Context: an optimization exercise on an open-source flow, tuned for small area. The choices shown serve that exercise and are no tape-out recipe. RTL that was checked went through simulation tests only; none was proved equivalent to the original. For runs 1 and 2, only the layout was checked, not whether the RTL still works. Power figures rest on the tool's default switching activity, not on a simulated workload.

**flow/design.v**
```verilog
package video_pkg;
    typedef logic [9:0] coord_t;
    typedef logic [4:0] tile_t;
    typedef struct packed {
        logic [3:0] r;
        logic [3:0] g;
        logic [3:0] b;
    } rgb_t;
    localparam int TILE_SIZE = 26;
    localparam rgb_t COL_BLACK      = 12'h000;
    localparam rgb_t COL_WHITE      = 12'hFFF;
    localparam rgb_t COL_BANNER_RED = 12'hF00;
    localparam rgb_t COL_BG         = 12'h111;
    localparam rgb_t COL_GRID       = 12'h222;
    localparam rgb_t COL_PATH       = 12'h532;
    localparam rgb_t COL_ENEMY      = 12'hD22;
    localparam rgb_t COL_CURSOR     = 12'hFF0;
    localparam rgb_t COL_UI         = 12'h222;
endpackage
package game_pkg;
    typedef enum logic [1:0] {
        ST_MENU,
        ST_GAME,
        ST_GAMEOVER
    } game_state_e;
    typedef enum logic [1:0] {
        SW_IDLE,
        SW_ENEMIES,
        SW_SPAWN
    } sweep_e;
    localparam int GRID_W         = 24;
    localparam int GRID_H         = 18;
    localparam int CURSOR_HOME_X  = 12;
    localparam int CURSOR_HOME_Y  = 9;
    localparam int MAX_LIVES      = 10;
    localparam int PATH_END       = 2200;
    localparam int SPAWN_INTERVAL = 31;
    localparam int PATH_C1 = 507;
    localparam int PATH_C2 = 741;
    localparam int PATH_C3 = 1115;
    localparam int PATH_C4 = 1245;
    localparam int PATH_C5 = 1499;
    localparam int PATH_C6 = 1729;
    localparam int PATH_Y0 = 73;
    localparam int PATH_X1 = 507;
    localparam int PATH_Y2 = 307;
    localparam int PATH_X3 = 133;
    localparam int PATH_Y4 = 177;
    localparam int PATH_X5 = 387;
    localparam int PATH_Y6 = 407;
    typedef struct packed {
        logic up;
        logic down;
        logic left;
        logic right;
        logic center;
    } press_t;
    typedef struct packed {
        logic [4:0] x;
        logic [4:0] y;
    } cursor_t;
    typedef struct packed {
        logic        active;
        logic [15:0] progress;
        logic [9:0]  x;
        logic [9:0]  y;
    } enemy_t;
    function automatic logic [12:0] radd(input logic [11:0] a, input logic [11:0] b,
                                         input logic ci);
        logic c;
        c = ci;
        for (int i = 0; i < 12; i++) begin
            radd[i] = a[i] ^ b[i] ^ c;
            c = (a[i] & b[i]) | (a[i] & c) | (b[i] & c);
        end
        radd[12] = c;
    endfunction
    function automatic logic rge(input logic [11:0] a, input logic [11:0] b);
        logic g;
        g = 1'b1;
        for (int i = 0; i < 12; i++) begin
            g = (a[i] & ~b[i]) | ((a[i] | ~b[i]) & g);
        end
        rge = g;
    endfunction
endpackage
module player_input (
    input  logic        clk,
    input  logic        reset_i,
    input  video_pkg::coord_t      x_i,
    input  video_pkg::coord_t      y_i,
    input  logic        btn_up_i,
    input  logic        btn_down_i,
    input  logic        btn_left_i,
    input  logic        btn_right_i,
    input  logic        btn_center_i,
    input  game_pkg::game_state_e state_i,
    input  logic        new_game_i,
    output game_pkg::press_t      press_o,
    output game_pkg::cursor_t     cursor_o
);
    logic    frame_strobe;
    game_pkg::press_t  btn_now;
    game_pkg::press_t  btn_prev_q;
    game_pkg::cursor_t cursor_q;
    assign frame_strobe = (x_i == '0) && (y_i == '0);
    assign btn_now = {btn_up_i, btn_down_i, btn_left_i, btn_right_i, btn_center_i};
    assign press_o = frame_strobe ? game_pkg::press_t'(btn_now & ~btn_prev_q) : '0;
    always_ff @(posedge clk) begin
        if (reset_i) begin
            btn_prev_q <= '0;
        end else if (frame_strobe) begin
            btn_prev_q <= btn_now;
        end
    end
    always_ff @(posedge clk) begin
        if (reset_i || new_game_i) begin
            cursor_q.x <= 5'(game_pkg::CURSOR_HOME_X);
            cursor_q.y <= 5'(game_pkg::CURSOR_HOME_Y);
        end else if (state_i == game_pkg::ST_GAME) begin
            if (press_o.up && cursor_q.y != '0) begin
                cursor_q.y <= cursor_q.y - 1'b1;
            end else if (press_o.down && cursor_q.y != 5'(game_pkg::GRID_H - 1)) begin
                cursor_q.y <= cursor_q.y + 1'b1;
            end
            if (press_o.left && cursor_q.x != '0) begin
                cursor_q.x <= cursor_q.x - 1'b1;
            end else if (press_o.right && cursor_q.x != 5'(game_pkg::GRID_W - 1)) begin
                cursor_q.x <= cursor_q.x + 1'b1;
            end
        end
    end
    assign cursor_o = cursor_q;
endmodule
module game_flow (
    input  logic        clk,
    input  logic        reset_i,
    input  logic        center_i,
    input  logic        escape_i,
    output game_pkg::game_state_e state_o,
    output logic [3:0]  lives_o,
    output logic        new_game_o
);
    game_pkg::game_state_e state_q;
    logic [3:0]  lives_q;
    assign new_game_o = (state_q == game_pkg::ST_MENU) && center_i;
    always_ff @(posedge clk) begin
        if (reset_i) begin
            state_q <= game_pkg::ST_MENU;
            lives_q <= 4'(game_pkg::MAX_LIVES);
        end else begin
            case (state_q)
                game_pkg::ST_MENU: begin
                    if (center_i) begin
                        state_q <= game_pkg::ST_GAME;
                        lives_q <= 4'(game_pkg::MAX_LIVES);
                    end
                end
                game_pkg::ST_GAME: begin
                    if (escape_i && lives_q != '0) begin
                        lives_q <= lives_q - 1'b1;
                        if (lives_q == 4'd1) begin
                            state_q <= game_pkg::ST_GAMEOVER;
                        end
                    end
                end
                game_pkg::ST_GAMEOVER: begin
                    if (center_i) begin
                        state_q <= game_pkg::ST_MENU;
                    end
                end
                default: state_q <= game_pkg::ST_MENU;
            endcase
        end
    end
    assign state_o = state_q;
    assign lives_o = lives_q;
endmodule
module wave_engine (
    input  logic                  clk,
    input  logic                  reset_i,
    input  game_pkg::game_state_e state_i,
    input  logic                  new_game_i,
    output logic [4:0]            pos_o,
    output logic [4:0]            spawn_cnt_o,
    output logic [6:0]            wrap_o,
    output logic                  escape_o
);
    logic [1:0]       div_q;
    logic             tick;
    logic [4:0]       pos_q;
    logic [4:0]       spawn_cnt_q;
    logic [6:0]       wrap_q;
    logic             spawn_step;
    logic             wrap_step;
    assign tick       = (div_q == 2'd0);
    assign spawn_step = pos_q[4] && !pos_q[0];
    assign wrap_step  = (spawn_cnt_q == 5'd30);
    always_ff @(posedge clk) begin
        if (reset_i || new_game_i || tick) begin
            div_q <= 2'd3;
        end else begin
            div_q <= 2'(game_pkg::radd(12'(div_q), 12'hfff, 1'b0));
        end
    end
    always_ff @(posedge clk) begin
        if (reset_i || new_game_i) begin
            pos_q       <= 5'd31;
            spawn_cnt_q <= '0;
            wrap_q      <= '0;
        end else if (state_i == game_pkg::ST_GAME && tick) begin
            pos_q <= spawn_step ? 5'd0 : 5'(game_pkg::radd(12'(pos_q), 12'd1, 1'b0));
            if (spawn_step) begin
                spawn_cnt_q <= wrap_step ? 5'd0 : 5'(game_pkg::radd(12'(spawn_cnt_q), 12'd1, 1'b0));
                if (wrap_step) begin
                    wrap_q <= 7'(game_pkg::radd(12'(wrap_q), 12'd1, 1'b0));
                end
            end
        end
    end
    assign escape_o = (div_q == 2'd3) && !pos_q[4] && (pos_q != 5'd0) &&
                      (spawn_cnt_q == 5'd0) && (wrap_q == 7'(game_pkg::radd(12'(pos_q), 12'd71, 1'b0)));
    assign pos_o       = pos_q;
    assign spawn_cnt_o = spawn_cnt_q;
    assign wrap_o      = wrap_q;
endmodule
module enemy_hit (
    input  logic [9:0]            x_i,
    input  logic [9:0]            y_i,
    input  logic [4:0]            pos_i,         
    input  logic [6:0]            wrap_i,
    input  logic [19:0]           ar_i,
    input  logic [3:0]            borrow_i,
    output logic                  hit_o
);
    logic        hb0, hb2, hb4, hb6, vb1, vb3, vb5;
    logic        valid;
    logic        first;
    logic        vert;
    logic        dneg;
    logic [1:0]  ksel;
    logic [7:0]  csel;
    logic        corner;
    logic        sx, sy;
    logic [4:0]  khb;
    logic        seg6end;
    logic [4:0]  hb;
    logic [4:0]  hx, hy;
    logic [4:0]  ar;
    logic        borrow;
    logic [5:0]  zax, zay;
    logic        zcx, zcy;
    logic [4:0]  xrx, xry;
    logic [5:0]  xqx, xqy;
    logic [4:0]  xr;
    logic [5:0]  xq;
    logic [4:0]  xr2;
    logic [5:0]  sum0;
    logic        cy;
    logic [4:0]  r;
    logic [7:0]  pp;
    logic [7:0]  xq2;
    logic [7:0]  mm;
    logic [3:0]  slot;
    logic        ex, moved;
    logic        tneg;
    logic [5:0]  dlo;
    function automatic logic ge(input logic [9:0] a, input logic [9:0] b);
        ge = game_pkg::rge(12'(a), 12'(b));
    endfunction
    function automatic logic inr(input logic [9:0] x, input logic [9:0] lo, input logic [9:0] hi);
        inr = ge(x, lo) && ge(hi, x);
    endfunction
    task automatic seg(input int k);
        valid = 1'b1;
        case (k)
            0: begin vert = 1'b0; dneg = 1'b0; ksel = 2'd0; csel = 8'd255; first = 1'b1; end
            1: begin vert = 1'b1; dneg = 1'b0; ksel = 2'd0; csel = 8'd241; end
            2: begin vert = 1'b0; dneg = 1'b1; ksel = 2'd1; csel = 8'd215; end
            3: begin vert = 1'b1; dneg = 1'b1; ksel = 2'd2; csel = 8'd209; end
            4: begin vert = 1'b0; dneg = 1'b0; ksel = 2'd2; csel = 8'd219; end
            5: begin vert = 1'b1; dneg = 1'b0; ksel = 2'd3; csel = 8'd212; end
            default: begin vert = 1'b0; dneg = 1'b1; ksel = 2'd1; csel = 8'd187; end
        endcase
    endtask
    task automatic crn(input int k, input int cxv, input int cyv, input bit nx, input bit ny);
        seg(k);
        corner = 1'b1;
        sx = nx;
        sy = ny;
        khb = 5'(15 - (nx ? -cxv : cxv) - (ny ? -cyv : cyv) + (nx ? 1 : 0) + (ny ? 1 : 0));
    endtask
    always_comb begin
        hb0 = inr(y_i, 10'd66, 10'd80);
        hb2 = inr(y_i, 10'd300, 10'd314);
        hb4 = inr(y_i, 10'd170, 10'd184);
        hb6 = inr(y_i, 10'd400, 10'd414);
        vb1 = inr(x_i, 10'd500, 10'd514);
        vb3 = inr(x_i, 10'd126, 10'd140);
        vb5 = inr(x_i, 10'd380, 10'd394);
        valid = 1'b0; first = 1'b0; vert = 1'b0; dneg = 1'b0; ksel = 2'd0; csel = '0;
        corner = 1'b0; sx = 1'b0; sy = 1'b0; khb = 5'd15; seg6end = 1'b0;
        if (vb1 && hb0)      crn(0, 507, 73,  1'b0, 1'b1);
        else if (vb1 && hb2) crn(1, 507, 307, 1'b0, 1'b0);
        else if (vb3 && hb2) crn(2, 133, 307, 1'b1, 1'b0);
        else if (vb3 && hb4) crn(3, 133, 177, 1'b1, 1'b1);
        else if (vb5 && hb4) crn(4, 387, 177, 1'b0, 1'b1);
        else if (vb5 && hb6) crn(5, 387, 407, 1'b0, 1'b0);
        else if (vb5 && hb2) seg(ge(10'(wrap_i), 10'd49) ? 5 : 2);
        else if (hb0 && !ge(x_i, 10'd507))                     seg(0);
        else if (vb1 && inr(y_i, 10'd73, 10'd306))            seg(1);
        else if (hb2 && inr(x_i, 10'd134, 10'd507))           seg(2);
        else if (vb3 && inr(y_i, 10'd178, 10'd307))           seg(3);
        else if (hb4 && inr(x_i, 10'd133, 10'd386))           seg(4);
        else if (vb5 && inr(y_i, 10'd177, 10'd406))           seg(5);
        else if (hb6 && !ge(x_i, 10'd388)) begin
            seg(6);
            seg6end = !ge(x_i, 10'd7);
        end
        hx = 5'(sx ? ~x_i[4:0] : x_i[4:0]);
        hy = 5'(sy ? ~y_i[4:0] : y_i[4:0]);
        if (corner)       hb = 5'(game_pkg::radd(12'(game_pkg::radd(12'(hx), 12'(hy), 1'b0)), 12'(khb), 1'b0));
        else if (seg6end) hb = 5'(game_pkg::radd(12'(~x_i[4:0]), 12'd23, 1'b0));    
        else              hb = 5'd15;
        ar     = ar_i[ksel*5 +: 5];
        borrow = borrow_i[ksel];
        zax = {1'b0, x_i[9:5]} + {1'b0, x_i[4:0]};
        zcx = zax[5] || (zax[4:0] == 5'd31);
        xrx = zcx ? 5'(game_pkg::radd(12'(zax[4:0]), 12'd1, 1'b0)) : zax[4:0];
        xqx = 6'(game_pkg::radd(12'(x_i[9:5]), 12'd0, zcx));
        zay = {1'b0, y_i[9:5]} + {1'b0, y_i[4:0]};
        zcy = zay[5] || (zay[4:0] == 5'd31);
        xry = zcy ? 5'(game_pkg::radd(12'(zay[4:0]), 12'd1, 1'b0)) : zay[4:0];
        xqy = 6'(game_pkg::radd(12'(y_i[9:5]), 12'd0, zcy));
        xr  = vert ? xry : xrx;
        xq  = vert ? xqy : xqx;
        xr2  = dneg ? ~xr : xr;
        sum0 = {1'b0, ar} + {1'b0, xr2};
        cy   = sum0[5] || (sum0[4:0] == 5'd31);
        r    = cy ? 5'(game_pkg::radd(12'(sum0[4:0]), 12'd1, 1'b0)) : sum0[4:0];
        pp  = 8'(game_pkg::radd(12'(wrap_i), 12'(csel), borrow));
        xq2 = dneg ? {2'b00, xq} : ~{2'b00, xq};
        mm  = pp + xq2 + {7'd0, !cy};
        ex    = (mm[7:4] == 4'b0000) || (mm[7:3] == 5'b01001) || (mm[7:3] == 5'b01010);
        slot  = {mm[3] ^ mm[6], mm[2:0]};
        moved = !game_pkg::rge(12'(slot), 12'(pos_i));
        tneg  = first && borrow && (xq == 6'd0) && !cy;
        dlo = 6'(game_pkg::radd(12'(r), ~(12'(hb)), 1'b1));
        hit_o = valid && !tneg && ex &&
                (moved ? (!dlo[5] && dlo != 6'd0) : (!dlo[5] && r != 5'd30));
    end
endmodule
module scene_render (
    input  video_pkg::coord_t     x_i,
    input  video_pkg::coord_t     y_i,
    input  logic                  visible_i,
    input  game_pkg::game_state_e state_i,
    input  game_pkg::cursor_t     cursor_i,
    input  logic [4:0]            pos_i,
    input  logic [4:0]            spawn_cnt_i,
    input  logic [6:0]            wrap_i,
    output video_pkg::rgb_t       pixel_o
);
    logic       on_grid;
    logic       on_path;
    logic       on_enemy;
    logic       on_cursor;
    logic       in_menu_banner;
    logic       in_over_banner;
    logic       in_ui_bar;
    logic [9:0] cx7;
    logic [9:0] cy7;
    logic [9:0] dx;
    logic [9:0] dy;
    function automatic logic ge(input logic [9:0] a, input logic [9:0] b);
        ge = game_pkg::rge(12'(a), 12'(b));
    endfunction
    function automatic logic inr(input logic [9:0] x, input logic [9:0] lo, input logic [9:0] hi);
        inr = ge(x, lo) && ge(hi, x);
    endfunction
    function automatic logic path_hit(input logic [9:0] px, input logic [9:0] py);
        path_hit = (inr(py, 10'd60,  10'd86)  && inr(px, 10'd0,   10'd520)) ||
                   (inr(px, 10'd494, 10'd520) && inr(py, 10'd60,  10'd320)) ||
                   (inr(py, 10'd294, 10'd320) && inr(px, 10'd120, 10'd520)) ||
                   (inr(px, 10'd120, 10'd146) && inr(py, 10'd164, 10'd320)) ||
                   (inr(py, 10'd164, 10'd190) && inr(px, 10'd120, 10'd400)) ||
                   (inr(px, 10'd374, 10'd400) && inr(py, 10'd164, 10'd420)) ||
                   (inr(py, 10'd394, 10'd420) && inr(px, 10'd0,   10'd400));
    endfunction
    function automatic logic mult26(input logic [9:0] c);
        mult26 = 1'b0;
        for (int k = 0; k < 25; k++) begin
            if (c == 10'(26 * k)) mult26 = 1'b1;
        end
    endfunction
    assign on_grid = mult26(x_i) || mult26(y_i);
    assign on_path = path_hit(x_i, y_i);
    assign cx7 = 10'(game_pkg::radd(12'({cursor_i.x, 4'b0}) + 12'({cursor_i.x, 3'b0}),
                                    12'({cursor_i.x, 1'b0}), 1'b0)) + 10'd7;
    assign cy7 = 10'(game_pkg::radd(12'({cursor_i.y, 4'b0}) + 12'({cursor_i.y, 3'b0}),
                                    12'({cursor_i.y, 1'b0}), 1'b0)) + 10'd7;
    assign dx  = 10'(game_pkg::radd(12'(x_i), ~(12'(cx7)), 1'b1));
    assign dy  = 10'(game_pkg::radd(12'(y_i), ~(12'(cy7)), 1'b1));
    assign on_cursor = ((dy == 10'd5 || dy == 10'd6) && !ge(dx, 10'd12)) ||
                       ((dx == 10'd5 || dx == 10'd6) && !ge(dy, 10'd12));
    assign in_menu_banner = inr(x_i, 10'd160, 10'd479) && inr(y_i, 10'd100, 10'd139);
    assign in_over_banner = inr(x_i, 10'd200, 10'd439) && inr(y_i, 10'd180, 10'd219);
    assign in_ui_bar      = !ge(y_i, 10'd25);
    logic [19:0]     ar;
    logic [3:0]      borrow;
    localparam logic [19:0] KR = {5'd11, 5'd18, 5'd30, 5'd22};
    always_comb begin
        for (int k = 0; k < 4; k++) begin
            borrow[k]    = !game_pkg::rge(12'(KR[k*5 +: 5]), 12'(spawn_cnt_i));
            ar[k*5 +: 5] = 5'(game_pkg::radd(12'(KR[k*5 +: 5]), ~(12'(spawn_cnt_i)), !borrow[k]));
        end
    end
    enemy_hit enemy_hit_inst (
        .x_i (x_i), .y_i (y_i), .pos_i (pos_i), .wrap_i (wrap_i),
        .ar_i (ar), .borrow_i (borrow), .hit_o (on_enemy)
    );
    always_comb begin
        pixel_o = video_pkg::COL_BLACK;
        if (visible_i) begin
            case (state_i)
                game_pkg::ST_MENU: begin
                    if (in_menu_banner) begin
                        pixel_o = video_pkg::COL_WHITE;
                    end
                end
                game_pkg::ST_GAME: begin
                    pixel_o = video_pkg::COL_BG;
                    if (on_grid) begin
                        pixel_o = video_pkg::COL_GRID;
                    end
                    if (on_path) begin
                        pixel_o = video_pkg::COL_PATH;
                    end
                    if (on_enemy) begin
                        pixel_o = video_pkg::COL_ENEMY;
                    end
                    if (on_cursor) begin
                        pixel_o = video_pkg::COL_CURSOR;
                    end
                    if (in_ui_bar) begin
                        pixel_o = video_pkg::COL_UI;
                    end
                end
                game_pkg::ST_GAMEOVER: begin
                    if (in_over_banner) begin
                        pixel_o = video_pkg::COL_BANNER_RED;
                    end
                end
                default: pixel_o = video_pkg::COL_BLACK;
            endcase
        end
    end
endmodule
module tower_defense_top (
    input  logic       clk,
    input  logic       reset_i,
    input  logic       visible_i,
    input  video_pkg::coord_t     x_i,
    input  video_pkg::coord_t     y_i,
    input  logic       btn_up_i,
    input  logic       btn_down_i,
    input  logic       btn_left_i,
    input  logic       btn_right_i,
    input  logic       btn_center_i,
    output video_pkg::rgb_t       pixel_o,
    output logic [3:0] lives_o
);
    game_pkg::press_t                   press;
    game_pkg::cursor_t                  cursor;
    game_pkg::game_state_e              state;
    logic                     new_game;
    logic                     escape;
    logic [4:0]               pos;
    logic [4:0]               spawn_cnt;
    logic [6:0]               wrap;
    player_input player_input_inst (
        .clk          (clk),
        .reset_i      (reset_i),
        .x_i          (x_i),
        .y_i          (y_i),
        .btn_up_i     (btn_up_i),
        .btn_down_i   (btn_down_i),
        .btn_left_i   (btn_left_i),
        .btn_right_i  (btn_right_i),
        .btn_center_i (btn_center_i),
        .state_i      (state),
        .new_game_i   (new_game),
        .press_o      (press),
        .cursor_o     (cursor)
    );
    game_flow game_flow_inst (
        .clk        (clk),
        .reset_i    (reset_i),
        .center_i   (press.center),
        .escape_i   (escape),
        .state_o    (state),
        .lives_o    (lives_o),
        .new_game_o (new_game)
    );
    wave_engine wave_engine_inst (
        .clk         (clk),
        .reset_i     (reset_i),
        .state_i     (state),
        .new_game_i  (new_game),
        .pos_o       (pos),
        .spawn_cnt_o (spawn_cnt),
        .wrap_o      (wrap),
        .escape_o    (escape)
    );
    scene_render scene_render_inst (
        .x_i         (x_i),
        .y_i         (y_i),
        .visible_i   (visible_i),
        .state_i     (state),
        .cursor_i    (cursor),
        .pos_i       (pos),
        .spawn_cnt_i (spawn_cnt),
        .wrap_i      (wrap),
        .pixel_o     (pixel_o)
    );
endmodule
```
**flow/run.sh**
```bash
#!/bin/bash
# synth_recipe.tcl (not shown) runs the flow's synth.tcl, then flattens the netlist and writes it again
# the make line also repeats each setting of config.mk as NAME=value (left out here)
make -C /OpenROAD-flow-scripts/flow DESIGN_CONFIG=/design/flow/config.mk WORK_HOME=/design/flow/orfs CLKGATE_MAP_FILE= SYNTH_SCRIPT=/design/flow/synth_recipe.tcl finish
```
**flow/config.mk**
```make
export PLATFORM = sky130hd
export DESIGN_NAME = tower_defense_top
export DESIGN_NICKNAME = tower_defense_top
export VERILOG_FILES = /design/flow/design.v
export SDC_FILE = /design/flow/constraint.sdc
export NUM_CORES = 4
export LEC_CHECK = 0
export ABC_AREA = 1
export CAP_MARGIN = 20
export CORE_MARGIN = 2
export CORE_UTILIZATION = 60
export GPL_TIMING_DRIVEN = 0
export SETUP_SLACK_MARGIN = 0.4
export SLEW_MARGIN = 20
```
**flow/constraint.sdc**
```tcl
create_clock -name core_clock -period 12.0 [get_ports {clk}]
set_input_delay 2.4000 -clock core_clock [delete_from_list [all_inputs] [get_ports {clk}]]
set_output_delay 2.4000 -clock core_clock [all_outputs]
set_load 0.01 [all_outputs]
```
==> results of run 1 <==
-- kinds of logic (layout without fill, tap and decap cells) --
kind of cell | count (synthesis) | count (layout) | synth area share (%)
buffers and inverters | 247 | 332 | 11.1
xor gates and xnor gates | 81 | 81 | 7.82
and+or+nand+nor | 625 | 625 | 32.6
adders and majority gates | 168 | 168 | 26.8
DFF | 40 | 40 | 8.83
muxes | 5 | 5 | 0.579
AOI/OAI and AO/OA | 198 | 198 | 12.3
-- report_power, final --
part	switching (mW)	total (mW)	internal, mW
Combinational	0.212	0.357	0.145
Sequential	0.000591	0.134	0.134
Clock	0.0573	0.156	0.0988
Total	0.270	0.647	0.377
-- what timing repair did --
item                                    4_1_cts  5_1_grt
gates resized for setup                     114       91
setup buffers                                14       21
endpoints found under the setup margin        2        2
pin swaps                                    11       31
-- metrics by stage --
| stage | cell area [um^2] | power (mW) |
|---|---|---|
| after floorplan | 9070 | 0.354 |
| after global placement | 9720 | 0.429 |
| after detailed placement | 9720 | 0.436 |
| after CTS | 10100 | 0.608 |
| after global routing | 10500 | 0.689 |
| final | 10500 | 0.647 |
-- registers in the layout (all words and copies together), names as in the netlist --
name                          cells
game_flow_inst.lives_q            4
game_flow_inst.state_q            2
player_input_inst.btn_prev_q      5
player_input_inst.cursor_q       10
wave_engine_inst.div_q            2
wave_engine_inst.pos_q            5
wave_engine_inst.spawn_cnt_q      5
wave_engine_inst.wrap_q           7
-- final cells by class --
class	instances	area, um^2	area share, %
Inverter	226	871	8.33
Tap cell	184	230	2.20
Timing Repair Buffer	77	633	6.05
Sequential cell	40	801	7.66
Clock buffer	5	125	1.20
Clock inverter	3	46.3	0.443
Multi-Input combinational cell	1077	7560	72.3
Buffer	21	191	1.83
-- layout by cell type, fill, tap and decap left out, types with 8 or more instances in the layout --
master / count
sky130_fd_sc_hd__nand2_1: 267
sky130_fd_sc_hd__inv_1: 194
sky130_fd_sc_hd__ha_1: 118
sky130_fd_sc_hd__nor2_1: 99
sky130_fd_sc_hd__nand3_1: 93
sky130_fd_sc_hd__a21oi_1: 78
sky130_fd_sc_hd__o21ai_0: 57
sky130_fd_sc_hd__xor2_1: 53
sky130_fd_sc_hd__dfxtp_1: 40
sky130_fd_sc_hd__nor3_1: 37
sky130_fd_sc_hd__buf_4: 36
sky130_fd_sc_hd__fa_1: 32
sky130_fd_sc_hd__nand4_1: 27
sky130_fd_sc_hd__inv_2: 24
sky130_fd_sc_hd__xnor2_1: 24
sky130_fd_sc_hd__nand2_2: 23
sky130_fd_sc_hd__nor2_4: 20
sky130_fd_sc_hd__clkdlybuf4s50_1: 20
sky130_fd_sc_hd__buf_6: 14
sky130_fd_sc_hd__fa_2: 12
sky130_fd_sc_hd__nand3b_1: 11
sky130_fd_sc_hd__nor4_1: 11
sky130_fd_sc_hd__buf_2: 11
sky130_fd_sc_hd__nor2_2: 10
sky130_fd_sc_hd__nand2_4: 8
sky130_fd_sc_hd__o21ai_1: 8
sky130_fd_sc_hd__o211ai_1: 8
-- worst max-delay path: cells and delay by family --
kind                     cells  cell delay, ns
adder cells (fa/ha/maj)      7            2.38
AND/OR/NAND/NOR             22            2.23
buffers and inverters       10            1.26
XOR/XNOR                     2            0.41
AO/OA/AOI/OAI                2            0.28
-- how the worst max path moves through the flow --
stage                             to  cells after the start
after global routing      pixel_o[4]                     42
after floorplan           pixel_o[4]                     39
after CTS                 pixel_o[4]                     45
final                     pixel_o[4]                     43
after global placement    pixel_o[4]                     34
after detailed placement  pixel_o[4]                     41
-- layer usage --
metal | vias to the layer above | GRT usage (%)
met1 | 4375 | 43.6
met4 | 0 | 8.40
met3 | 50 | 7.54
met5 | - | 0
met2 | 417 | 53.7
li1 | 4639 | -
==> tab_implementation.tex, run 1 <==
\begin{tabular}{lr}
\hline
Metric & Value \\
\hline
\multicolumn{2}{l}{\textbf{Clock tree}} \\
\quad Clock root buffer master & sky130\_fd\_sc\_hd\_\_clkbuf\_16 \\
\quad Maximum clock insertion buffer count & 2 \\
\quad Source-to-sink clock delay at the later pin of the worst-skew pair & 0.29 ns \\
\quad Clk sink count & 40 \\
\quad Hold-fix buffers at CTS & 0 \\
\quad Maximum level of the CTS H-tree & 2 \\
\quad Number of buffers inserted during clock tree synthesis & 5 \\
\quad CTS tree & built \\
\quad Clock transition at the register clock pins on the worst setup and hold paths after CTS & 0.06 ns \\
\multicolumn{2}{l}{\textbf{Worst setup path}} \\
\quad R2r endpoint & game\_flow\_inst.lives\_q[1]\$\_SDFFE\_PP1P\_ \\
\quad CP max-delay cell & sky130\_fd\_sc\_hd\_\_fa\_2 \\
\quad FF-to-FF Start & wave\_engine\_inst.pos\_q[0]\$\_SDFFE\_PP1P\_ \\
\quad Classification of the worst setup path & input pin to primary output \\
\quad Reg2reg setup slack & 8.93 ns \\
\quad Required time at the worst-slack endpoint & 9.60 ns \\
\quad R2r worst-path depth & 15 \\
\quad Highest fanout seen on the critical path & 10 \\
\quad Crit-path max cell delay & 0.52 ns \\
\quad Launching instance or port of the critical path & y\_i[2] \\
\quad Crit path top cell by count & sky130\_fd\_sc\_hd\_\_nand2\_1 \\
\quad Crit. End Element & primary output \\
\quad CP arrival & 8.96 ns \\
\quad Sort of element at the start of the critical path & input pin \\
\multicolumn{2}{l}{\textbf{Drt}} \\
\quad DRC marker count from the first detailed-route iteration & 734 \\
\quad Number of detailed-routing iterations run before antenna repair & 6 \\
\quad Top routing layer in use & met4 \\
\quad Routed length on met3 & around 2400 um \\
\quad Sum of routed wire length over all layers & 26800 um \\
\quad Routed len/inst & 16.4 um \\
\quad DRC viols & 0 \\
\quad Vias after detailed routing & 9481 \\
\quad Via-to-Cell Ratio & around 5.8 \\
\quad Routed wire length on met2 & 12100 um \\
\quad Metal-1 WL & 11500 um \\
\quad Number of routed nets with antenna violations & 0 \\
\multicolumn{2}{l}{\textbf{Timing}} \\
\quad Final hold slack & 0.416 ns \\
\quad Portion of the clock cycle consumed by the worst path in the final layout & 94.7\% \\
\quad Min cycle time layout & 11.36 ns \\
\quad Peak clock frequency supported by timing & 0.0880 GHz \\
\quad Count of final setup violators & 0 \\
\quad Worst slew margin relative to its limit & roughly 31\% \\
\quad Unrepaired setup endpoints after global routing & no \\
\quad Worst setup margin & 0.639 ns \\
\quad Number of max-slew violations in the final report & 0 \\
\quad Total Negative Setup Slacks & 0 ns \\
\quad Worst clock skew & 0.00671 ns \\
\quad Final Hold Fails & 0 \\
\quad Actual slew at the worst max-slew pin & slightly above 1 ns \\
\multicolumn{2}{l}{\textbf{Synth}} \\
\quad Area leader, netlist & sky130\_fd\_sc\_hd\_\_ha\_1 \\
\quad Synthesized area divided by synthesized cell count & around 6.7 um\^{}2 \\
\quad Synth area leaders & sky130\_fd\_sc\_hd\_\_ha\_1, sky130\_fd\_sc\_hd\_\_nand2\_1, sky130\_fd\_sc\_hd\_\_fa\_1 \\
\quad Prevailing post-synth register cell & sky130\_fd\_sc\_hd\_\_dfxtp\_1 \\
\quad Cell area after technology mapping & 9070 um\^{}2 \\
\quad Ys Warns & 5 \\
\quad Netlist cell types & 56 \\
\quad Ys async rst share & 0\% \\
\quad Sequential fraction of the synthesis area & 8.83\% \\
\quad Top cell type's share of synthesized area & 17.0\% \\
\quad Post-Synthesis Net Count & 1559 \\
\quad Gate count of the mapped netlist & about 1400 \\
\quad Total of flip-flops plus latches after synthesis & 40 \\
\quad Number of synthesized flops with an enable pin & 0 \\
\quad Top cell types by occurrence after synthesis & sky130\_fd\_sc\_hd\_\_nand2\_1, sky130\_fd\_sc\_hd\_\_inv\_1, sky130\_fd\_sc\_hd\_\_ha\_1, sky130\_fd\_sc\_hd\_\_nor2\_1, sky130\_fd\_sc\_hd\_\_nand3\_1 \\
\quad Leading cell type by number of instances after synthesis & sky130\_fd\_sc\_hd\_\_nand2\_1 \\
\multicolumn{2}{l}{\textbf{Die}} \\
\quad Number of standard-cell rows in the floorplan & 44 \\
\quad Die extent in x & 127 um \\
\quad Number of placed I/O pins & 44 \\
\quad Area of the core & 14600 um\^{}2 \\
\quad Die area & between 15000 and 20000 um\^{}2 \\
\quad Height of the die & 127 um \\
\quad Effective utilization at floorplan & 62.0\% \\
\multicolumn{2}{l}{\textbf{Hold path}} \\
\quad Worst hold start & wave\_engine\_inst.div\_q[0]\$\_SDFF\_PP1\_ \\
\quad Instance count along the most critical hold path & 1 \\
\quad Hold Path Sink & wave\_engine\_inst.div\_q[0]\$\_SDFF\_PP1\_ \\
\quad Tightest Hold Check Type & flop to flop \\
\multicolumn{2}{l}{\textbf{Cells and area}} \\
\quad Ratio of cells with drive above 1 in the final layout & between 10\% and 20\% \\
\quad Count of filler cells inserted in the layout & 1286 \\
\quad Final \#Nets & 1643 \\
\quad Count of placed standard cells in the final layout, fillers left out & 1633 \\
\quad Diode insertion count for antenna repair & 0 \\
\quad Area Growth Syn to Fin & 15.3\% \\
\quad Final core area utilization & 71.4\% \\
\multicolumn{2}{l}{\textbf{Global routing}} \\
\quad Antenna violations before repair & 0 \\
\quad Residual overflow from global routing & 0 \\
\quad Wire length of the first global-routing pass & 43100 um \\
\quad Pin count of the biggest net entering global routing & 15 \\
\quad Total routing resource utilization after global routing & 32.7\% \\
\quad Number of global-route vias before repair & about 9000 \\
\multicolumn{2}{l}{\textbf{Place}} \\
\quad Placer Congestion & 1.00 \\
\quad Number of port buffers & 42 \\
\quad Sum of net half-perimeters after detailed placement & 21400 um \\
\quad DP Worst Slack & -0.915 ns \\
\quad Count of placed standard cells including taps & between 1500 and 2000 \\
\multicolumn{2}{l}{\textbf{Power}} \\
\quad Max IR drop VDD & 0.0560 mV \\
\quad Leakage & 5.27 nW \\
\quad Areal power density over the cells & a little over 60 nW/um\^{}2 \\
\multicolumn{2}{l}{\textbf{Job}} \\
\quad Number of violations of the max-capacitance limit & 0 \\
\multicolumn{2}{l}{\textbf{Status}} \\
\quad Run status & timing/DRC/antenna clean \\
\hline
\end{tabular}
==> inputs of run 2 (changes only) <==
--- a/flow/config.mk
+++ b/flow/config.mk
@@ -9,6 +9,5 @@
 export CAP_MARGIN = 20
 export CORE_MARGIN = 2
 export CORE_UTILIZATION = 60
-export GPL_TIMING_DRIVEN = 0
 export SETUP_SLACK_MARGIN = 0.4
 export SLEW_MARGIN = 20
==> run 2 against run 1 <==
  * Critical endpoint unchanged
  * Die area is the same
  * Utilization increased by 3.8 points
  * Combinational power grew 4%
  * Area after synthesis did not move
  * Register-to-register slack improved by 0.03 ns
  * Sequential cell count did not move
  * Wire length rose by 9.8%
  * Sequential power about the same
  * Non-clock buffer count is 68 higher
  * Worst setup slack improved by 0.15 ns
  * Still clean on timing, DRC and antenna
  * Largest cell class unchanged
  * Synthesized cell count unchanged
==> tab_implementation.tex, run 2 <==
\begin{tabular}{lr}
\hline
Metric & Value \\
\hline
\multicolumn{2}{l}{\textbf{Status}} \\
\quad Run status & timing/DRC/antenna clean \\
\multicolumn{2}{l}{\textbf{Place}} \\
\quad DP Worst Slack & -0.0203 ns \\
\quad Number of port buffers & 43 \\
\quad Area after detailed placement & slightly above 10000 um\^{}2 \\
\quad Placer Congestion & 1.01 \\
\quad Sum of net half-perimeters after detailed placement & 23300 um \\
\multicolumn{2}{l}{\textbf{Synth}} \\
\quad Total of flip-flops plus latches after synthesis & 40 \\
\quad Netlist cell types & 56 \\
\quad Sequential fraction of the synthesis area & under 10\% \\
\quad Synthesized-area fraction occupied by ao, oa, aoi and oai cells & 12.3\% \\
\quad Prevailing post-synth register cell & sky130\_fd\_sc\_hd\_\_dfxtp\_1 \\
\quad Ys async rst share & 0\% \\
\quad Synthesized area divided by synthesized cell count & between 6 and 7 um\^{}2 \\
\quad Gate count of the mapped netlist & 1364 \\
\quad Combinational family with the most area after synthesis & simple AND/OR/NAND/NOR gates \\
\quad Cell area after technology mapping & 9070 um\^{}2 \\
\quad Leading cell type by number of instances after synthesis & sky130\_fd\_sc\_hd\_\_nand2\_1 \\
\quad Ys Warns & 5 \\
\quad Simple-Gate Fraction of Synth Area & 32.6\% \\
\quad Top cell type's share of synthesized area & approximately 17\% \\
\quad Mux share of post-synthesis cell area & 0.579\% \\
\quad XOR/XNOR share of the synthesized area & 7.82\% \\
\quad Post-Synthesis Net Count & about 1600 \\
\quad Synth area leaders & sky130\_fd\_sc\_hd\_\_ha\_1, sky130\_fd\_sc\_hd\_\_nand2\_1, sky130\_fd\_sc\_hd\_\_fa\_1 \\
\quad Adder and majority cell fraction of the synthesized area & approximately 27\% \\
\quad Number of synthesized flops with an enable pin & 0 \\
\quad Top cell types by occurrence after synthesis & sky130\_fd\_sc\_hd\_\_nand2\_1, sky130\_fd\_sc\_hd\_\_inv\_1, sky130\_fd\_sc\_hd\_\_ha\_1, sky130\_fd\_sc\_hd\_\_nor2\_1, sky130\_fd\_sc\_hd\_\_nand3\_1 \\
\quad Area leader, netlist & sky130\_fd\_sc\_hd\_\_ha\_1 \\
\multicolumn{2}{l}{\textbf{Cells and area}} \\
\quad Regs by FF count & player\_input\_inst.cursor\_q (10), wave\_engine\_inst.wrap\_q (7) \\
\quad Largest register FFs & 10 \\
\quad Area Growth Syn to Fin & 21.4\% \\
\quad Ratio of cells with drive above 1 in the final layout & 18.7\% \\
\quad Area of all sequential standard cells & around 800 um\^{}2 \\
\quad Post-route standard cell area excluding fillers & 11000 um\^{}2 \\
\quad Diode insertion count for antenna repair & 0 \\
\quad Leading cell types in the layout, fill and taps excluded & sky130\_fd\_sc\_hd\_\_nand2\_1, sky130\_fd\_sc\_hd\_\_inv\_1, sky130\_fd\_sc\_hd\_\_ha\_1, sky130\_fd\_sc\_hd\_\_buf\_4, sky130\_fd\_sc\_hd\_\_nor2\_1 \\
\quad Register containing the most flip-flops in the final layout & player\_input\_inst.cursor\_q \\
\quad Area of the multi-input gates & 7550 um\^{}2 \\
\quad Most common library cell in the layout ignoring fill and taps & sky130\_fd\_sc\_hd\_\_nand2\_1 \\
\quad Count of filler cells inserted in the layout & between 1000 and 1500 \\
\quad Final \#Nets & 1711 \\
\multicolumn{2}{l}{\textbf{Power}} \\
\quad Max IR drop VDD & slightly below 0.06 mV \\
\quad Leakage & roughly 5.7 nW \\
\quad Areal power density over the cells & 59.9 nW/um\^{}2 \\
\quad Final Power & 0.660 mW \\
\multicolumn{2}{l}{\textbf{Clock tree}} \\
\quad Clk sink count & 40 \\
\quad Hold-fix buffers at CTS & 0 \\
\quad Source-to-sink clock delay at the later pin of the worst-skew pair & 0.29 ns \\
\quad Maximum level of the CTS H-tree & 2 \\
\quad Number of buffers inserted during clock tree synthesis & 5 \\
\quad Clock transition at the register clock pins on the worst setup and hold paths after CTS & 0.06 ns \\
\quad Clock root buffer master & sky130\_fd\_sc\_hd\_\_clkbuf\_16 \\
\quad Maximum clock insertion buffer count & 2 \\
\quad CTS tree & built \\
\multicolumn{2}{l}{\textbf{Timing}} \\
\quad Min cycle time layout & 11.21 ns \\
\quad Worst setup margin & 0.788 ns \\
\quad Unrepaired setup endpoints after global routing & no \\
\quad Worst slew margin relative to its limit & 36.6\% \\
\quad Final Hold Fails & 0 \\
\quad Count of final setup violators & 0 \\
\quad Portion of the clock cycle consumed by the worst path in the final layout & 93.4\% \\
\quad Total Negative Setup Slacks & 0 ns \\
\quad Peak clock frequency supported by timing & 0.0892 GHz \\
\quad Actual slew at the worst max-slew pin & between 0.9 and 1 ns \\
\quad Worst clock skew & 0.00801 ns \\
\quad Number of max-slew violations in the final report & 0 \\
\multicolumn{2}{l}{\textbf{Drt}} \\
\quad Vias after detailed routing & 9837 \\
\quad DRC viols & 0 \\
\quad Via-to-Cell Ratio & 5.78 \\
\quad Number of routed nets with antenna violations & 0 \\
\quad Routed len/inst & 17.3 um \\
\quad Number of detailed-routing iterations run before antenna repair & 5 \\
\quad DRC marker count from the first detailed-route iteration & between 800 and 900 \\
\quad Sum of routed wire length over all layers & 29400 um \\
\multicolumn{2}{l}{\textbf{Worst setup path}} \\
\quad Launching instance or port of the critical path & x\_i[8] \\
\quad Reg2reg setup slack & 8.96 ns \\
\quad CP arrival & a little under 9 ns \\
\quad Gate family responsible for the most delay along the worst path & adder cells \\
\quad FF-to-FF Start & wave\_engine\_inst.pos\_q[0]\$\_SDFFE\_PP1P\_ \\
\quad Crit. End Element & primary output \\
\quad Buffers and inverters on the worst path & 7 \\
\quad Classification of the worst setup path & input pin to primary output \\
\quad Sort of element at the start of the critical path & input pin \\
\quad CP max-delay cell & sky130\_fd\_sc\_hd\_\_clkdlybuf4s50\_1 \\
\quad Crit-path max cell delay & 0.55 ns \\
\quad Required time at the worst-slack endpoint & 9.60 ns \\
\quad Highest fanout seen on the critical path & 5 \\
\multicolumn{2}{l}{\textbf{Die}} \\
\quad Die area & 16100 um\^{}2 \\
\quad Height of the die & $\sim$130 um \\
\quad Die extent in x & $\sim$130 um \\
\quad Effective utilization at floorplan & between 60\% and 70\% \\
\quad Number of placed I/O pins & 44 \\
\quad Area of the core & 14600 um\^{}2 \\
\quad Number of standard-cell rows in the floorplan & 44 \\
\multicolumn{2}{l}{\textbf{Global routing}} \\
\quad Total routing resource utilization after global routing & 35.4\% \\
\quad Wire length of the first global-routing pass & 46200 um \\
\quad Pin count of the biggest net entering global routing & 17 \\
\quad Number of global-route vias before repair & 9576 \\
\quad Residual overflow from global routing & 0 \\
\quad Antenna violations before repair & 0 \\
\multicolumn{2}{l}{\textbf{Hold path}} \\
\quad Tightest Hold Check Type & flop to flop \\
\quad Worst hold start & wave\_engine\_inst.div\_q[0]\$\_SDFF\_PP1\_ \\
\multicolumn{2}{l}{\textbf{Job}} \\
\quad Number of violations of the max-capacitance limit & 0 \\
\hline
\end{tabular}
## run 2: cell counts after synthesis
No cell type changed its count.
## run 2: worst paths after layout
check / endpoint / depth (start not counted)
setup / recovery: pixel_o[4] / 35
hold / removal: wave_engine_inst.div_q[0]$_SDFF_PP1_ / 1
setup reg to reg: game_flow_inst.lives_q[1]$_SDFFE_PP1P_ / 15
hold reg to reg: wave_engine_inst.div_q[0]$_SDFF_PP1_ / 1
## run 2: final cells by class
class                      count  area share (%)
sequential                    40            7.27
multi-input combinational   1077            68.6
timing repair buffer         166            12.7
tap                          184            2.09
clock buffer                   5            1.14
inverter                     226            7.84
clock inverter                 3           0.386
## run 2: metal layers
| metal | global-route usage (%) | up-vias | part of all wire (%) |
|---|---|---|---|
| met5 | 0 | - | 0 |
| met4 | 10.1 | 0 | 3.4 |
| met3 | 6.37 | 80 | 8.2 |
| met2 | 62.4 | 423 | 48 |
| met1 | 44.5 | 4561 | 41 |
| li1 | - | 4773 | - |
## run 2: stage by stage
stage / hold WS (ns) / cells / utilization [%]
CTS: 0.413 / 1674 / 71.9
global placement: 0.394 / 1665 / 70.4
finish: 0.413 / 1701 / 75.2
floorplan: 0.382 / 1364 / -
global route: 0.432 / 1701 / 75.2
detailed placement: 0.399 / 1665 / 70.4
## run 2: logic make-up (layout without fill, tap and decap cells)
kind of cell,after synthesis,after routing
adders and majority gates,168,168
AOI/OAI and AO/OA,198,198
xor gates and xnor gates,81,81
and+or+nand+nor,625,625
buffers and inverters,247,400
muxes,5,5
DFF,40,40
## run 2: repair_timing
item,4_1_cts,5_1_grt
setup endpoints to repair,2,2
resized for setup,25,108
cloned,0,1
endpoints found under the hold margin,0,0
setup buffers,1,26
pin swaps,6,43
## run 2: power breakdown
group | leakage (nW) | switching, mW | internal (mW)
registers | 0.323 | 0.000561 | 0.134
clock network | 0.0798 | 0.0568 | 0.0977
logic | 5.31 | 0.216 | 0.155
## run 2: worst reg2reg max path, cell delays in order (launching register included)
cell and delay (ns):
sky130_fd_sc_hd__dfxtp_1 0.46, sky130_fd_sc_hd__inv_1 0.14, sky130_fd_sc_hd__ha_1 0.22, sky130_fd_sc_hd__ha_1 0.17
sky130_fd_sc_hd__inv_1 0.05, sky130_fd_sc_hd__ha_1 0.13, sky130_fd_sc_hd__ha_1 0.25, sky130_fd_sc_hd__nand2_1 0.09
sky130_fd_sc_hd__inv_1 0.05, sky130_fd_sc_hd__nor4_1 0.28, sky130_fd_sc_hd__o211ai_1 0.21, sky130_fd_sc_hd__o21ai_0 0.46
sky130_fd_sc_hd__inv_1 0.16, sky130_fd_sc_hd__a21oi_1 0.16, sky130_fd_sc_hd__nor2_1 0.06, sky130_fd_sc_hd__o21ai_0 0.08
==> inputs of run 3 (changes only) <==
--- a/flow/design.v
+++ b/flow/design.v
@@ -97,12 +97,15 @@
     input  game_pkg::game_state_e state_i,
     input  logic        new_game_i,
     output game_pkg::press_t      press_o,
-    output game_pkg::cursor_t     cursor_o
+    output logic [9:0]  cur_x_o,
+    output logic [9:0]  cur_y_o
 );
     logic    frame_strobe;
     game_pkg::press_t  btn_now;
     game_pkg::press_t  btn_prev_q;
-    game_pkg::cursor_t cursor_q;
+    logic [9:0] cx_q;
+    logic [9:0] cy_q;
+    logic       mv_x, mv_y, dec_x, dec_y;
     assign frame_strobe = (x_i == '0) && (y_i == '0);
     assign btn_now = {btn_up_i, btn_down_i, btn_left_i, btn_right_i, btn_center_i};
     assign press_o = frame_strobe ? game_pkg::press_t'(btn_now & ~btn_prev_q) : '0;
@@ -113,24 +116,25 @@
             btn_prev_q <= btn_now;
         end
     end
+    assign dec_y = press_o.up && cy_q != 10'd7;
+    assign dec_x = press_o.left && cx_q != 10'd7;
+    assign mv_y  = dec_y || (press_o.down && cy_q != 10'd449);
+    assign mv_x  = dec_x || (press_o.right && cx_q != 10'd605);
     always_ff @(posedge clk) begin
         if (reset_i || new_game_i) begin
-            cursor_q.x <= 5'(game_pkg::CURSOR_HOME_X);
-            cursor_q.y <= 5'(game_pkg::CURSOR_HOME_Y);
+            cx_q <= 10'd319;
+            cy_q <= 10'd241;
         end else if (state_i == game_pkg::ST_GAME) begin
-            if (press_o.up && cursor_q.y != '0) begin
-                cursor_q.y <= cursor_q.y - 1'b1;
-            end else if (press_o.down && cursor_q.y != 5'(game_pkg::GRID_H - 1)) begin
-                cursor_q.y <= cursor_q.y + 1'b1;
+            if (mv_y) begin
+                cy_q <= 10'(game_pkg::radd(12'(cy_q), dec_y ? 12'hfe6 : 12'd26, 1'b0));
             end
-            if (press_o.left && cursor_q.x != '0) begin
-                cursor_q.x <= cursor_q.x - 1'b1;
-            end else if (press_o.right && cursor_q.x != 5'(game_pkg::GRID_W - 1)) begin
-                cursor_q.x <= cursor_q.x + 1'b1;
+            if (mv_x) begin
+                cx_q <= 10'(game_pkg::radd(12'(cx_q), dec_x ? 12'hfe6 : 12'd26, 1'b0));
             end
         end
     end
-    assign cursor_o = cursor_q;
+    assign cur_x_o = cx_q;
+    assign cur_y_o = cy_q;
 endmodule
 module game_flow (
     input  logic        clk,
@@ -355,7 +359,8 @@
     input  video_pkg::coord_t     y_i,
     input  logic                  visible_i,
     input  game_pkg::game_state_e state_i,
-    input  game_pkg::cursor_t     cursor_i,
+    input  logic [9:0]            cur_x_i,
+    input  logic [9:0]            cur_y_i,
     input  logic [4:0]            pos_i,
     input  logic [4:0]            spawn_cnt_i,
     input  logic [6:0]            wrap_i,
@@ -395,10 +400,8 @@
     endfunction
     assign on_grid = mult26(x_i) || mult26(y_i);
     assign on_path = path_hit(x_i, y_i);
-    assign cx7 = 10'(game_pkg::radd(12'({cursor_i.x, 4'b0}) + 12'({cursor_i.x, 3'b0}),
-                                    12'({cursor_i.x, 1'b0}), 1'b0)) + 10'd7;
-    assign cy7 = 10'(game_pkg::radd(12'({cursor_i.y, 4'b0}) + 12'({cursor_i.y, 3'b0}),
-                                    12'({cursor_i.y, 1'b0}), 1'b0)) + 10'd7;
+    assign cx7 = cur_x_i;
+    assign cy7 = cur_y_i;
     assign dx  = 10'(game_pkg::radd(12'(x_i), ~(12'(cx7)), 1'b1));
     assign dy  = 10'(game_pkg::radd(12'(y_i), ~(12'(cy7)), 1'b1));
     assign on_cursor = ((dy == 10'd5 || dy == 10'd6) && !ge(dx, 10'd12)) ||
@@ -471,7 +474,8 @@
     output logic [3:0] lives_o
 );
     game_pkg::press_t                   press;
-    game_pkg::cursor_t                  cursor;
+    logic [9:0]               cur_x;
+    logic [9:0]               cur_y;
     game_pkg::game_state_e              state;
     logic                     new_game;
     logic                     escape;
@@ -491,7 +495,8 @@
         .state_i      (state),
         .new_game_i   (new_game),
         .press_o      (press),
-        .cursor_o     (cursor)
+        .cur_x_o      (cur_x),
+        .cur_y_o      (cur_y)
     );
     game_flow game_flow_inst (
         .clk        (clk),
@@ -517,7 +522,8 @@
         .y_i         (y_i),
         .visible_i   (visible_i),
         .state_i     (state),
-        .cursor_i    (cursor),
+        .cur_x_i     (cur_x),
+        .cur_y_i     (cur_y),
         .pos_i       (pos),
         .spawn_cnt_i (spawn_cnt),
         .wrap_i      (wrap),
--- a/flow/config.mk
+++ b/flow/config.mk
@@ -8,6 +8,7 @@
 export ABC_AREA = 1
 export CAP_MARGIN = 20
 export CORE_MARGIN = 2
-export CORE_UTILIZATION = 60
-export SETUP_SLACK_MARGIN = 0.4
+export CORE_UTILIZATION = 75
+export GPL_TIMING_DRIVEN = 0
+export SETUP_SLACK_MARGIN = 0.2
 export SLEW_MARGIN = 20
==> run 3 against run 2 <==
  * The flow now stops in global routing
  * Synthesized cell count is 6.7% lower
  * Area after synthesis is 6.8% lower
==> tab_implementation.tex, run 3 <==
\begin{tabular}{lr}
\hline
Metric & Value \\
\hline
\multicolumn{2}{l}{\textbf{Place}} \\
\quad DP Worst Slack & -0.924 ns \\
\quad Sum of net half-perimeters after detailed placement & 19800 um \\
\quad Placer Congestion & 1.02 \\
\quad Number of port buffers & 42 \\
\multicolumn{2}{l}{\textbf{Synth}} \\
\quad Number of synthesized flops with an enable pin & 0 \\
\quad Leading cell type by number of instances after synthesis & sky130\_fd\_sc\_hd\_\_nand2\_1 \\
\quad Top cell types by occurrence after synthesis & sky130\_fd\_sc\_hd\_\_nand2\_1, sky130\_fd\_sc\_hd\_\_inv\_1, sky130\_fd\_sc\_hd\_\_nor2\_1, sky130\_fd\_sc\_hd\_\_ha\_1, sky130\_fd\_sc\_hd\_\_nand3\_1 \\
\quad Ys Warns & 5 \\
\quad Ys async rst share & 0\% \\
\quad Gate count of the mapped netlist & between 1000 and 1500 \\
\quad Prevailing post-synth register cell & sky130\_fd\_sc\_hd\_\_dfxtp\_1 \\
\quad Total of flip-flops plus latches after synthesis & 48 \\
\quad Synthesized area divided by synthesized cell count & 6.65 um\^{}2 \\
\quad Cell area after technology mapping & 8450 um\^{}2 \\
\quad Top cell type's share of synthesized area & 14.1\% \\
\quad Synth area leaders & sky130\_fd\_sc\_hd\_\_ha\_1, sky130\_fd\_sc\_hd\_\_nand2\_1, sky130\_fd\_sc\_hd\_\_fa\_1 \\
\quad Post-Synthesis Net Count & 1445 \\
\quad Sequential fraction of the synthesis area & roughly 11\% \\
\quad Area leader, netlist & sky130\_fd\_sc\_hd\_\_ha\_1 \\
\quad Netlist cell types & 64 \\
\multicolumn{2}{l}{\textbf{Clock tree}} \\
\quad Maximum level of the CTS H-tree & 2 \\
\quad Hold-fix buffers at CTS & 0 \\
\quad Number of buffers inserted during clock tree synthesis & 5 \\
\quad Clock root buffer master & sky130\_fd\_sc\_hd\_\_clkbuf\_16 \\
\quad Clk sink count & 48 \\
\quad Maximum clock insertion buffer count & 2 \\
\multicolumn{2}{l}{\textbf{Status}} \\
\quad Run status & aborted with a tool error \\
\quad Failing step & global routing \\
\quad Run Error & [ERROR GRT-0232] Routing congestion too high. Check the congestion heatmap in the GUI. \\
\multicolumn{2}{l}{\textbf{Die}} \\
\quad Number of placed I/O pins & 44 \\
\quad Number of standard-cell rows in the floorplan & 38 \\
\quad Die extent in x & 110 um \\
\quad Height of the die & 110 um \\
\quad Effective utilization at floorplan & 77.3\% \\
\multicolumn{2}{l}{\textbf{Global routing}} \\
\quad Pin count of the biggest net entering global routing & 14 \\
\quad Total routing resource utilization after global routing & 81.8\% \\
\quad Residual overflow from global routing & 74 \\
\multicolumn{2}{l}{\textbf{Timing}} \\
\quad End pin of the worst setup path after global-route repair & pixel\_o[11] \\
\quad Worst End Pin Type & primary output \\
\hline
\end{tabular}
run 3: cell count changes after synthesis, moves of 15 or more:
cell | before | now
sky130_fd_sc_hd__nand2_1 | 280 | 300
sky130_fd_sc_hd__inv_1 | 205 | 169
sky130_fd_sc_hd__inv_2 | 17 | 32
sky130_fd_sc_hd__ha_1 | 123 | 95
sky130_fd_sc_hd__nor3_1 | 37 | 22
sky130_fd_sc_hd__xor2_1 | 56 | 38
run 3: kinds of logic after synthesis:
family / share of synthesized area [%]
XOR/XNOR: 5.59
buffers and inverters: 10.7
AO/OA/AOI/OAI: 13.1
multiplexers: 0.503
flip-flops: 11.4
AND/OR/NAND/NOR: 32.8
adder cells (fa/ha/maj): 26.0
run 3: power groups by stage:
stage	Sequential (mW)	Combinational, mW	Clock, mW
detailed placement	0.164	0.302	0
floorplan	0.164	0.220	0
global placement	0.164	0.287	0
CTS	0.161	0.330	0.132
run 3: worst min-delay path by stage:
stage,startpoint,to,slack (ns),cells after the start
global placement,wave_engine_inst.div_q[0]$_SDFF_PP1_,wave_engine_inst.div_q[0]$_SDFF_PP1_,0.40,1
floorplan,wave_engine_inst.div_q[0]$_SDFF_PP1_,wave_engine_inst.div_q[0]$_SDFF_PP1_,0.38,1
detailed placement,wave_engine_inst.div_q[0]$_SDFF_PP1_,wave_engine_inst.div_q[0]$_SDFF_PP1_,0.40,1
CTS,wave_engine_inst.div_q[0]$_SDFF_PP1_,wave_engine_inst.div_q[0]$_SDFF_PP1_,0.44,1
run 3: per-stage QoR:
step | instances | area [um^2]
after detailed placement | 1454 | 9050
after floorplan | 1272 | 8450
after global placement | 1454 | 9050
after CTS | 1482 | 9490
run 3: what timing repair did:
item / 4_1_cts
buffers inserted: 21
gates cloned: 0
setup endpoints to repair: 2
endpoints found under the hold margin: 0
resized for setup: 78
pin swaps: 15
run 3: routing by layer:
layer  GRT overflow  global-route usage, %
met1              3                   78.7
met3              0                   72.8
met2             43                   96.0
met4             28                   81.6
met5              0                   45.1
==> inputs of run 4 (changes only) <==
--- a/flow/config.mk
+++ b/flow/config.mk
@@ -8,7 +8,7 @@
 export ABC_AREA = 1
 export CAP_MARGIN = 20
 export CORE_MARGIN = 2
-export CORE_UTILIZATION = 75
+export CORE_UTILIZATION = 62
 export GPL_TIMING_DRIVEN = 0
-export SETUP_SLACK_MARGIN = 0.2
+export SETUP_SLACK_MARGIN = 0.4
 export SLEW_MARGIN = 20
==> run 4 against run 3 <==
  * The run now finishes clean
  * Area after synthesis unchanged
  * Synthesized cell count unchanged
==> tab_implementation.tex, run 4 <==
\begin{tabular}{lr}
\hline
Metric & Value \\
\hline
\multicolumn{2}{l}{\textbf{Status}} \\
\quad Run status & timing/DRC/antenna clean \\
\multicolumn{2}{l}{\textbf{Worst setup path}} \\
\quad Highest fanout seen on the critical path & 7 \\
\quad Classification of the worst setup path & input pin to primary output \\
\quad Required time at the worst-slack endpoint & between 9 and 10 ns \\
\quad CP arrival & 8.91 ns \\
\quad CP max-delay cell & sky130\_fd\_sc\_hd\_\_fa\_1 \\
\quad Crit-path max cell delay & 0.41 ns \\
\quad R2r worst-path depth & 16 \\
\quad Crit. End Element & primary output \\
\quad Sort of element at the start of the critical path & input pin \\
\quad Crit path top cell by count & sky130\_fd\_sc\_hd\_\_nand2\_1 \\
\multicolumn{2}{l}{\textbf{Timing}} \\
\quad Actual slew at the worst max-slew pin & 0.848 ns \\
\quad Worst clock skew & between 0.004 and 0.005 ns \\
\quad Final Hold Fails & 0 \\
\quad Count of final setup violators & 0 \\
\quad Portion of the clock cycle consumed by the worst path in the final layout & between 90\% and 100\% \\
\quad Unrepaired setup endpoints after global routing & no \\
\quad Number of max-slew violations in the final report & 0 \\
\quad Min cycle time layout & 11.31 ns \\
\quad Worst slew margin relative to its limit & 43.2\% \\
\quad Peak clock frequency supported by timing & $\sim$0.088 GHz \\
\multicolumn{2}{l}{\textbf{Global routing}} \\
\quad Pin count of the biggest net entering global routing & 15 \\
\quad Wire length of the first global-routing pass & between 40000 and 50000 um \\
\quad Residual overflow from global routing & 0 \\
\quad Number of global-route vias before repair & $\sim$8600 \\
\quad Total routing resource utilization after global routing & 34.6\% \\
\quad Antenna violations before repair & 0 \\
\multicolumn{2}{l}{\textbf{Place}} \\
\quad Number of port buffers & 42 \\
\quad Placer Congestion & 0.978 \\
\quad Count of placed standard cells including taps & 1490 \\
\quad Sum of net half-perimeters after detailed placement & 19300 um \\
\quad Area after detailed placement & 9090 um\^{}2 \\
\multicolumn{2}{l}{\textbf{Cells and area}} \\
\quad Regs by FF count & player\_input\_inst.cx\_q (9), player\_input\_inst.cy\_q (9), wave\_engine\_inst.wrap\_q (7) \\
\quad Final \#Nets & between 1500 and 2000 \\
\quad Most common library cell in the layout ignoring fill and taps & sky130\_fd\_sc\_hd\_\_nand2\_1 \\
\quad Diode insertion count for antenna repair & 0 \\
\quad Final core area utilization & 76.8\% \\
\quad Ratio of cells with drive above 1 in the final layout & 19.3\% \\
\quad Leading cell types in the layout, fill and taps excluded & sky130\_fd\_sc\_hd\_\_nand2\_1, sky130\_fd\_sc\_hd\_\_inv\_1, sky130\_fd\_sc\_hd\_\_nor2\_1, sky130\_fd\_sc\_hd\_\_ha\_1, sky130\_fd\_sc\_hd\_\_nand3\_1 \\
\quad Count of placed standard cells in the final layout, fillers left out & approximately 1600 \\
\quad Count of filler cells inserted in the layout & 1040 \\
\quad Post-route standard cell area excluding fillers & 10200 um\^{}2 \\
\quad Area Growth Syn to Fin & 20.8\% \\
\multicolumn{2}{l}{\textbf{Drt}} \\
\quad Vias after detailed routing & between 9000 and 10000 \\
\quad Routed len/inst & $\sim$17 um \\
\quad DRC viols & 0 \\
\quad Via-to-Cell Ratio & 5.86 \\
\quad Number of detailed-routing iterations run before antenna repair & 7 \\
\quad Number of routed nets with antenna violations & 0 \\
\quad Sum of routed wire length over all layers & 26000 um \\
\quad DRC marker count from the first detailed-route iteration & 771 \\
\multicolumn{2}{l}{\textbf{Clock tree}} \\
\quad Clock root buffer master & sky130\_fd\_sc\_hd\_\_clkbuf\_16 \\
\quad Source-to-sink clock delay at the later pin of the worst-skew pair & 0.29 ns \\
\quad Clk sink count & 48 \\
\quad Maximum level of the CTS H-tree & 2 \\
\quad CTS tree & built \\
\quad Maximum clock insertion buffer count & 2 \\
\quad Hold-fix buffers at CTS & 0 \\
\quad Clock transition at the register clock pins on the worst setup and hold paths after CTS & around 0.060 ns \\
\quad Number of buffers inserted during clock tree synthesis & 5 \\
\multicolumn{2}{l}{\textbf{Synth}} \\
\quad Post-Synthesis Net Count & 1445 \\
\quad Leading cell type by number of instances after synthesis & sky130\_fd\_sc\_hd\_\_nand2\_1 \\
\quad Synth area leaders & sky130\_fd\_sc\_hd\_\_ha\_1, sky130\_fd\_sc\_hd\_\_nand2\_1, sky130\_fd\_sc\_hd\_\_fa\_1 \\
\quad Adder and majority cell fraction of the synthesized area & 26.0\% \\
\quad Area leader, netlist & sky130\_fd\_sc\_hd\_\_ha\_1 \\
\quad Netlist cell types & 64 \\
\quad Synthesized area divided by synthesized cell count & 6.65 um\^{}2 \\
\quad Ys Warns & 5 \\
\quad Simple-Gate Fraction of Synth Area & 32.8\% \\
\quad Sequential fraction of the synthesis area & 11.4\% \\
\quad XOR/XNOR share of the synthesized area & 5.59\% \\
\quad Top cell types by occurrence after synthesis & sky130\_fd\_sc\_hd\_\_nand2\_1, sky130\_fd\_sc\_hd\_\_inv\_1, sky130\_fd\_sc\_hd\_\_nor2\_1, sky130\_fd\_sc\_hd\_\_ha\_1, sky130\_fd\_sc\_hd\_\_nand3\_1 \\
\quad Combinational family with the most area after synthesis & simple AND/OR/NAND/NOR gates \\
\quad Synthesized-area fraction occupied by ao, oa, aoi and oai cells & 13.1\% \\
\quad Mux share of post-synthesis cell area & 0.503\% \\
\quad Number of synthesized flops with an enable pin & 0 \\
\quad Prevailing post-synth register cell & sky130\_fd\_sc\_hd\_\_dfxtp\_1 \\
\quad Total of flip-flops plus latches after synthesis & 48 \\
\quad Gate count of the mapped netlist & 1272 \\
\quad Top cell type's share of synthesized area & 14.1\% \\
\quad Ys async rst share & 0\% \\
\quad Cell area after technology mapping & 8450 um\^{}2 \\
\multicolumn{2}{l}{\textbf{Die}} \\
\quad Die extent in x & around 120 um \\
\quad Number of placed I/O pins & 44 \\
\quad Number of standard-cell rows in the floorplan & between 40 and 50 \\
\quad Die area & 14600 um\^{}2 \\
\quad Effective utilization at floorplan & a little under two thirds \\
\quad Height of the die & 121 um \\
\quad Area of the core & 13300 um\^{}2 \\
\multicolumn{2}{l}{\textbf{Power}} \\
\quad Areal power density over the cells & 68.1 nW/um\^{}2 \\
\quad Leakage & around 5 nW \\
\quad Max IR drop VDD & 0.0540 mV \\
\multicolumn{2}{l}{\textbf{Hold path}} \\
\quad Instance count along the most critical hold path & 1 \\
\quad Tightest Hold Check Type & flop to flop \\
\multicolumn{2}{l}{\textbf{Job}} \\
\quad Number of violations of the max-capacitance limit & 0 \\
\hline
\end{tabular}
## run 4: power by group
part | internal, mW | switching [mW] | leakage, nW
sequential | 0.160 | 0.000531 | 0.388
clock | 0.110 | 0.0601 | 0.0901
combinational | 0.153 | 0.212 | 4.65
total | 0.423 | 0.273 | 5.13
## run 4: final timing paths
kind | from | end | slack, ns
worst max-delay path | x_i[1] | pixel_o[4] | 0.69
worst min-delay path | wave_engine_inst.div_q[0]$_SDFF_PP1_ | wave_engine_inst.div_q[0]$_SDFF_PP1_ | 0.42
worst max register to register | player_input_inst.cx_q[1]$_SDFFE_PP1P_ | player_input_inst.cx_q[9]$_SDFFE_PP0P_ | 7.86
worst min register to register | wave_engine_inst.div_q[0]$_SDFF_PP1_ | wave_engine_inst.div_q[0]$_SDFF_PP1_ | 0.42
## run 4: stage by stage
stage | setup TNS [ns] | setup WS [ns] | power (mW) | hold WS [ns]
5_1_grt | 0 | 0.339 | 0.743 | 0.433
3_3_place_gp | -1.49 | -0.767 | 0.456 | 0.401
2_1_floorplan | 0 | 1.40 | 0.384 | 0.382
3_5_place_dp | -1.67 | -0.855 | 0.462 | 0.401
6_report | 0 | 0.694 | 0.695 | 0.417
4_1_cts | 0 | 0.426 | 0.661 | 0.417
## run 4: repair_timing
item / 4_1_cts / 5_1_grt
setup endpoints to repair: 2 / 2
gates resized for setup: 113 / 123
pin swaps: 21 / 54
setup buffers: 33 / 28
## run 4: logic make-up (layout without fill, tap and decap cells)
family | count (synthesis) | count (layout)
buffers and inverters | 225 | 336
DFF | 48 | 48
and+or+nand+nor | 608 | 608
muxes | 4 | 4
adders and majority gates | 146 | 146
xor gates and xnor gates | 54 | 54
AOI/OAI and AO/OA | 187 | 187
## run 4: routing by layer
metal,vias up,global-route usage (%),routed length (um)
li1,4392,-,-
met1,4216,44.5,10700
met2,423,58.9,12200
met3,105,5.75,2040
met4,0,11.8,1050
met5,-,0,0
## run 4: area by class of cell
cell class | instances | area (um^2) | share of cell area, %
multi-input cells | 999 | 7000 | 68.5
plain buffers | 23 | 205 | 2.01
clock buffers | 7 | 153 | 1.49
well taps | 176 | 220 | 2.16
flip-flops and latches | 48 | 961 | 9.41
repair buffers | 103 | 847 | 8.29
clock inverters | 1 | 30.0 | 0.294
inverters | 202 | 798 | 7.82
## run 4: critical path, delay by kind of cell
family / cells / cell delay [ns]
AOI/OAI and AO/OA: 2 / 0.32
xor gates and xnor gates: 3 / 0.66
adders and majority gates: 9 / 2.75
buffers and inverters: 8 / 0.62
and+or+nand+nor: 23 / 2.10

[port drivers added, routing unchanged]
The results above use ideal ports. As a check the final layouts listed here were re-extracted and re-timed, cells and wires unchanged.
Step 1 sets driving cells, clkbuf_16 on the clock port and buf_2 on the other inputs (assumed; they add their load-dependent delay and slew).
Step 2 adds t to the input delays and takes it off the output delays; t is the mean of the earliest and latest rising clock arrival at the registers after step 1. Input paths then give back, and output paths get back, about the clock's delay inside the block.
Slacks: ideal / step 1 / step 2; pairs: ideal / step 1.
| run | shift t [ns] | setup slack, ns | worst data-port slew with drivers (ns) |
|---|---|---|---|
| run 1 | 0.318 | 0.639 / 0.619 / 0.619 | 0.05 |
| run 2 | 0.320 | 0.788 / 0.762 / 0.762 | 0.05 |
| run 4 | 0.319 | 0.694 / 0.662 / 0.662 | 0.04 |
After both steps setup and hold are still met in every run listed. The setup slack of run 4, which loses most, moves by -0.032 ns with the drivers and by -0.032 ns with both steps.
